Context: an optimization exercise on an open-source flow, tuned for small area, a short achievable clock period and few clock cycles per item. The choices shown serve that exercise and are no tape-out recipe. In this exercise RTL edits were held to simulation tests only and were not proved equivalent to the original. No activity file was given, so power comes from the tool's default toggle rates.

// word_tokenizer_fnv1a_hasher_top
module word_tokenizer_fnv1a_hasher_top #(
  parameter int unsigned LENGTH_WIDTH = wtok_pkg::LENGTH_WIDTH_DEF
) (
  input  logic   clk,
  input  logic   rst,
  input  logic   byte_valid,
  output logic   byte_ready,
  input  wtok_pkg::byte_t  byte_data,
  output logic   token_valid,
  input  logic   token_ready,
  output wtok_pkg::token_t token_data
);
Size: about 65 I/O pins, roughly 6500 um2 of cells after synthesis.
==> flow/config.mk <==
export PLATFORM = sky130hd
export DESIGN_NAME = word_tokenizer_fnv1a_hasher_top
export DESIGN_NICKNAME = word_tokenizer_fnv1a_hasher_top
export VERILOG_FILES = /design/flow/design.v
export SDC_FILE = /design/flow/constraint.sdc
export NUM_CORES = 4
export LEC_CHECK = 0
export ABC_AREA = 1
export CAP_MARGIN = 20
export CORE_MARGIN = 2
export CORE_UTILIZATION = 40
export CTS_BUF_LIST = sky130_fd_sc_hd__clkbuf_8
export CTS_CLUSTER_SIZE = 20
export PLACE_DENSITY = 0.8
export SETUP_SLACK_MARGIN = 2.6
export SLEW_MARGIN = 20
==> flow/constraint.sdc <==
create_clock -name core_clock -period 6.5 [get_ports {clk}]
set_input_delay 1.3000 -clock core_clock [delete_from_list [all_inputs] [get_ports {clk}]]
set_output_delay 1.3000 -clock core_clock [all_outputs]
set_load 0.01 [all_outputs]
standard.sh (not shown) runs the stock make flow with config.mk's settings and CLKGATE_MAP_FILE= SYNTH_SCRIPT=/design/flow/synth_recipe.tcl, a recipe that flattens the netlist after the stock synthesis.
==> flow/flow/run.sh <==
#!/bin/bash
# Layout flow: the standard flow, with two changes between its steps.
#  1. After the standard synthesis, flow/fapol.py re-chooses the polarity of
#     each full adder cell (a full adder is self-dual) to drop the inverters
#     that Yosys's adder extraction leaves between them, and turns an xor2
#     with one inverted input into an xnor2 (or back). Registers and all
#     other cells are untouched.
#  2. Ports are buffered with sky130_fd_sc_hd__buf_1 instead of the
#     flow's default buffer cell (every port still gets its own buffer).
# Each tool's output goes to a log file of its own in this folder.
set -euo pipefail
R=orfs/results/sky130hd/word_tokenizer_fnv1a_hasher_top/base
bash standard.sh synth > 1_standard_synth.log 2>&1
cp $R/1_2_yosys.v 1_2_yosys.standard.v
python3 flow/fapol.py 1_2_yosys.standard.v $R/1_2_yosys.v > 2_fapol.log 2>&1
touch $R/1_2_yosys.v
bash standard.sh BUFFER_PORTS_ARGS="-buffer_cell sky130_fd_sc_hd__buf_1" finish > 3_standard_finish.log 2>&1
Other scripts of this flow, unchanged in this note and not shown: flow/flow/fapol.py
The starting point finished with timing, DRC and antenna clean.
Testbench counts at the start, summed over its fixed seeds: cycles 24,016, bytes 24,000.
==> next run, changes <==
--- a/flow/config.mk
+++ b/flow/config.mk
@@ -13,4 +13,3 @@
 export CTS_CLUSTER_SIZE = 20
-export PLACE_DENSITY = 0.8
-export SETUP_SLACK_MARGIN = 2.6
+export SETUP_SLACK_MARGIN = 3.2
 export SLEW_MARGIN = 20
=>
- global-route usage increases by 1.5 points
- total power rose by 20%
- maximum frequency came out higher by 2.3%
- utilization rises by 3.3 points
- sequential share of layout area fell by 0.59 points
- register-to-register slack improved by 0.08 ns
- synthesized area does not change
==> next run, changes <==
--- a/flow/config.mk
+++ b/flow/config.mk
@@ -13,3 +13,3 @@
 export CTS_CLUSTER_SIZE = 20
-export SETUP_SLACK_MARGIN = 3.2
+export SETUP_SLACK_MARGIN = 2.8
 export SLEW_MARGIN = 20
Effect: Count of clock-buffer cells in the layout came out lower by 2; first-iteration DRC count came out lower by 17%; non-clock buffer count came out lower by 21; area after synthesis does not change; clock power came out lower by 20%.
==> next run, changes <==
--- a/flow/config.mk
+++ b/flow/config.mk
@@ -13,2 +13,3 @@
 export CTS_CLUSTER_SIZE = 20
+export PLACE_DENSITY = 0.7
 export SETUP_SLACK_MARGIN = 2.8
After rerunning:
- die area is unchanged
- wire length goes down by a few percent
- worst hold slack is about the same
- design area rose slightly


## indigo
Starting RTL as in the previous note.
Settings: LEC_CHECK=0, ABC_AREA=1, CAP_MARGIN=20, CORE_MARGIN=2, CORE_UTILIZATION=40, CTS_BUF_LIST=sky130_fd_sc_hd__clkbuf_8, CTS_CLUSTER_SIZE=20, GPL_TIMING_DRIVEN=0, PLACE_DENSITY=0.8, SETUP_SLACK_MARGIN=2.7, SLEW_MARGIN=20; clock period 6.5 ns.
Scripts as last shown in full above: flow/flow/run.sh
Other scripts of this flow, unchanged in this note and not shown: flow/flow/fapol.py
indigo: no failed stages, no open violations at the end
Testbench counts of indigo, summed over its fixed seeds: cycles 24,016, bytes 24,000.
#### Input delta (yarrow over indigo)
# indigo
export LEC_CHECK = 0
export ABC_AREA = 1
export CAP_MARGIN = 20
export CORE_MARGIN = 2
export CORE_UTILIZATION = 40
export CTS_BUF_LIST = sky130_fd_sc_hd__clkbuf_8
export CTS_CLUSTER_SIZE = 20
export GPL_TIMING_DRIVEN = 0
export PLACE_DENSITY = 0.8
export SETUP_SLACK_MARGIN = 2.7
export SLEW_MARGIN = 20
create_clock -name core_clock -period 6.5 [get_ports {clk}]
# yarrow
export LEC_CHECK = 0
export ABC_AREA = 1
export CAP_MARGIN = 20
export CORE_MARGIN = 2
export CORE_UTILIZATION = 30
export CTS_BUF_LIST = sky130_fd_sc_hd__clkbuf_8
export CTS_CLUSTER_SIZE = 20
export PLACE_DENSITY = 0.8
export SETUP_SLACK_MARGIN = 2.7
export SLEW_MARGIN = 20
create_clock -name core_clock -period 6.5 [get_ports {clk}]
Results
Post-placement cell area delta (indigo -> yarrow): insignificant. Multi-input logic area, yarrow vs indigo: up slightly. Going from indigo to yarrow, worst hold slack now sits lower, power went up 0.050 mW, part of the cycle the worst path needs increased by 1.8 points relative to the old numbers, vertical extent of the die has increased. indigo and yarrow ended up with roughly the same net switching fraction of the power. Fmax: yarrow lower than indigo.
The inputs of maple differ from those of yarrow as listed below.
# yarrow
export LEC_CHECK = 0
export ABC_AREA = 1
export CAP_MARGIN = 20
export CORE_MARGIN = 2
export CORE_UTILIZATION = 30
export CTS_BUF_LIST = sky130_fd_sc_hd__clkbuf_8
export CTS_CLUSTER_SIZE = 20
export PLACE_DENSITY = 0.8
export SETUP_SLACK_MARGIN = 2.7
export SLEW_MARGIN = 20
create_clock -name core_clock -period 6.5 [get_ports {clk}]
# maple
export LEC_CHECK = 0
export CAP_MARGIN = 20
export CORE_MARGIN = 2
export CORE_UTILIZATION = 40
export CTS_BUF_LIST = sky130_fd_sc_hd__clkbuf_8
export CTS_CLUSTER_SIZE = 20
export PLACE_DENSITY = 0.7
export SETUP_SLACK_MARGIN = 2.5
export SLEW_MARGIN = 20
create_clock -name core_clock -period 6.5 [get_ports {clk}]
==> comparison <==
Diff yarrow -> maple: part of the total power dissipated in sequential elements lower, sequential cell area share increased 0.70 points. Measured against yarrow, the amount of wire on met3 after detailed routing of maple comes out at 0.53 times the reference value. In the flow results for maple and yarrow, the cell count is larger on yarrow.
What willow does differently from maple at the input level:
# maple
export LEC_CHECK = 0
export CAP_MARGIN = 20
export CORE_MARGIN = 2
export CORE_UTILIZATION = 40
export CTS_BUF_LIST = sky130_fd_sc_hd__clkbuf_8
export CTS_CLUSTER_SIZE = 20
export PLACE_DENSITY = 0.7
export SETUP_SLACK_MARGIN = 2.5
export SLEW_MARGIN = 20
create_clock -name core_clock -period 6.5 [get_ports {clk}]
# willow
export LEC_CHECK = 0
export ABC_AREA = 1
export CAP_MARGIN = 20
export CORE_MARGIN = 2
export CORE_UTILIZATION = 40
export CTS_BUF_LIST = sky130_fd_sc_hd__clkbuf_8
export CTS_CLUSTER_SIZE = 20
export PLACE_DENSITY = 0.7
export SETUP_SLACK_MARGIN = 3.0
export SLEW_MARGIN = 20
create_clock -name core_clock -period 6.5 [get_ports {clk}]
Diff maple -> willow: pin count of the biggest net entering global routing higher, number of logic stages on the critical path including buffering grew by 7, routing usage on met1 saw a decrease, final total power +1.5%, wire length climbed 7.4%.
Final period utilization in willow is 4.4 points lower than in maple

-- re-timing with driven ports --
The flow's constraints put no driver on any port. The routed layouts listed below were extracted and timed again, unchanged, in two steps. Step 1 (the two cells are an assumption about what drives the block):
set clk [get_ports {clk}]
set_driving_cell -lib_cell sky130_fd_sc_hd__clkbuf_16 $clk
set_driving_cell -lib_cell sky130_fd_sc_hd__buf_2 [delete_from_list [all_inputs] $clk]
Step 2 also shifts input and output timing later by t, the mid clock arrival at the registers, as if the neighbouring blocks saw the same clock. Three values: no drivers, after step 1, after step 2; two values: the first two.
run	shift t [ns]	slack for setup (ns)	clock arrival spread, ns	cell pins on the clock port's net
the first run of note 1	0.393	2.808 / 2.808 / 2.808	0.014 / 0.014	1
the second run of note 1	0.409	2.890 / 2.890 / 2.890	0.008 / 0.008	1
the third run of note 1	0.403	2.879 / 2.879 / 2.771	0.008 / 0.008	1
the fourth run of note 1	0.397	2.897 / 2.897 / 2.871	0.009 / 0.010	1
indigo	0.388	2.839 / 2.839 / 2.839	0.009 / 0.009	1
yarrow	0.407	2.720 / 2.720 / 2.720	0.016 / 0.016	1
maple	0.400	2.675 / 2.675 / 2.403	0.011 / 0.011	1
willow	0.401	2.959 / 2.959 / 2.959	0.008 / 0.008	1
After both steps every run listed still meets setup and hold. The setup slack of maple, which loses most, moves by 0.000 ns with the drivers and by -0.272 ns with both steps.
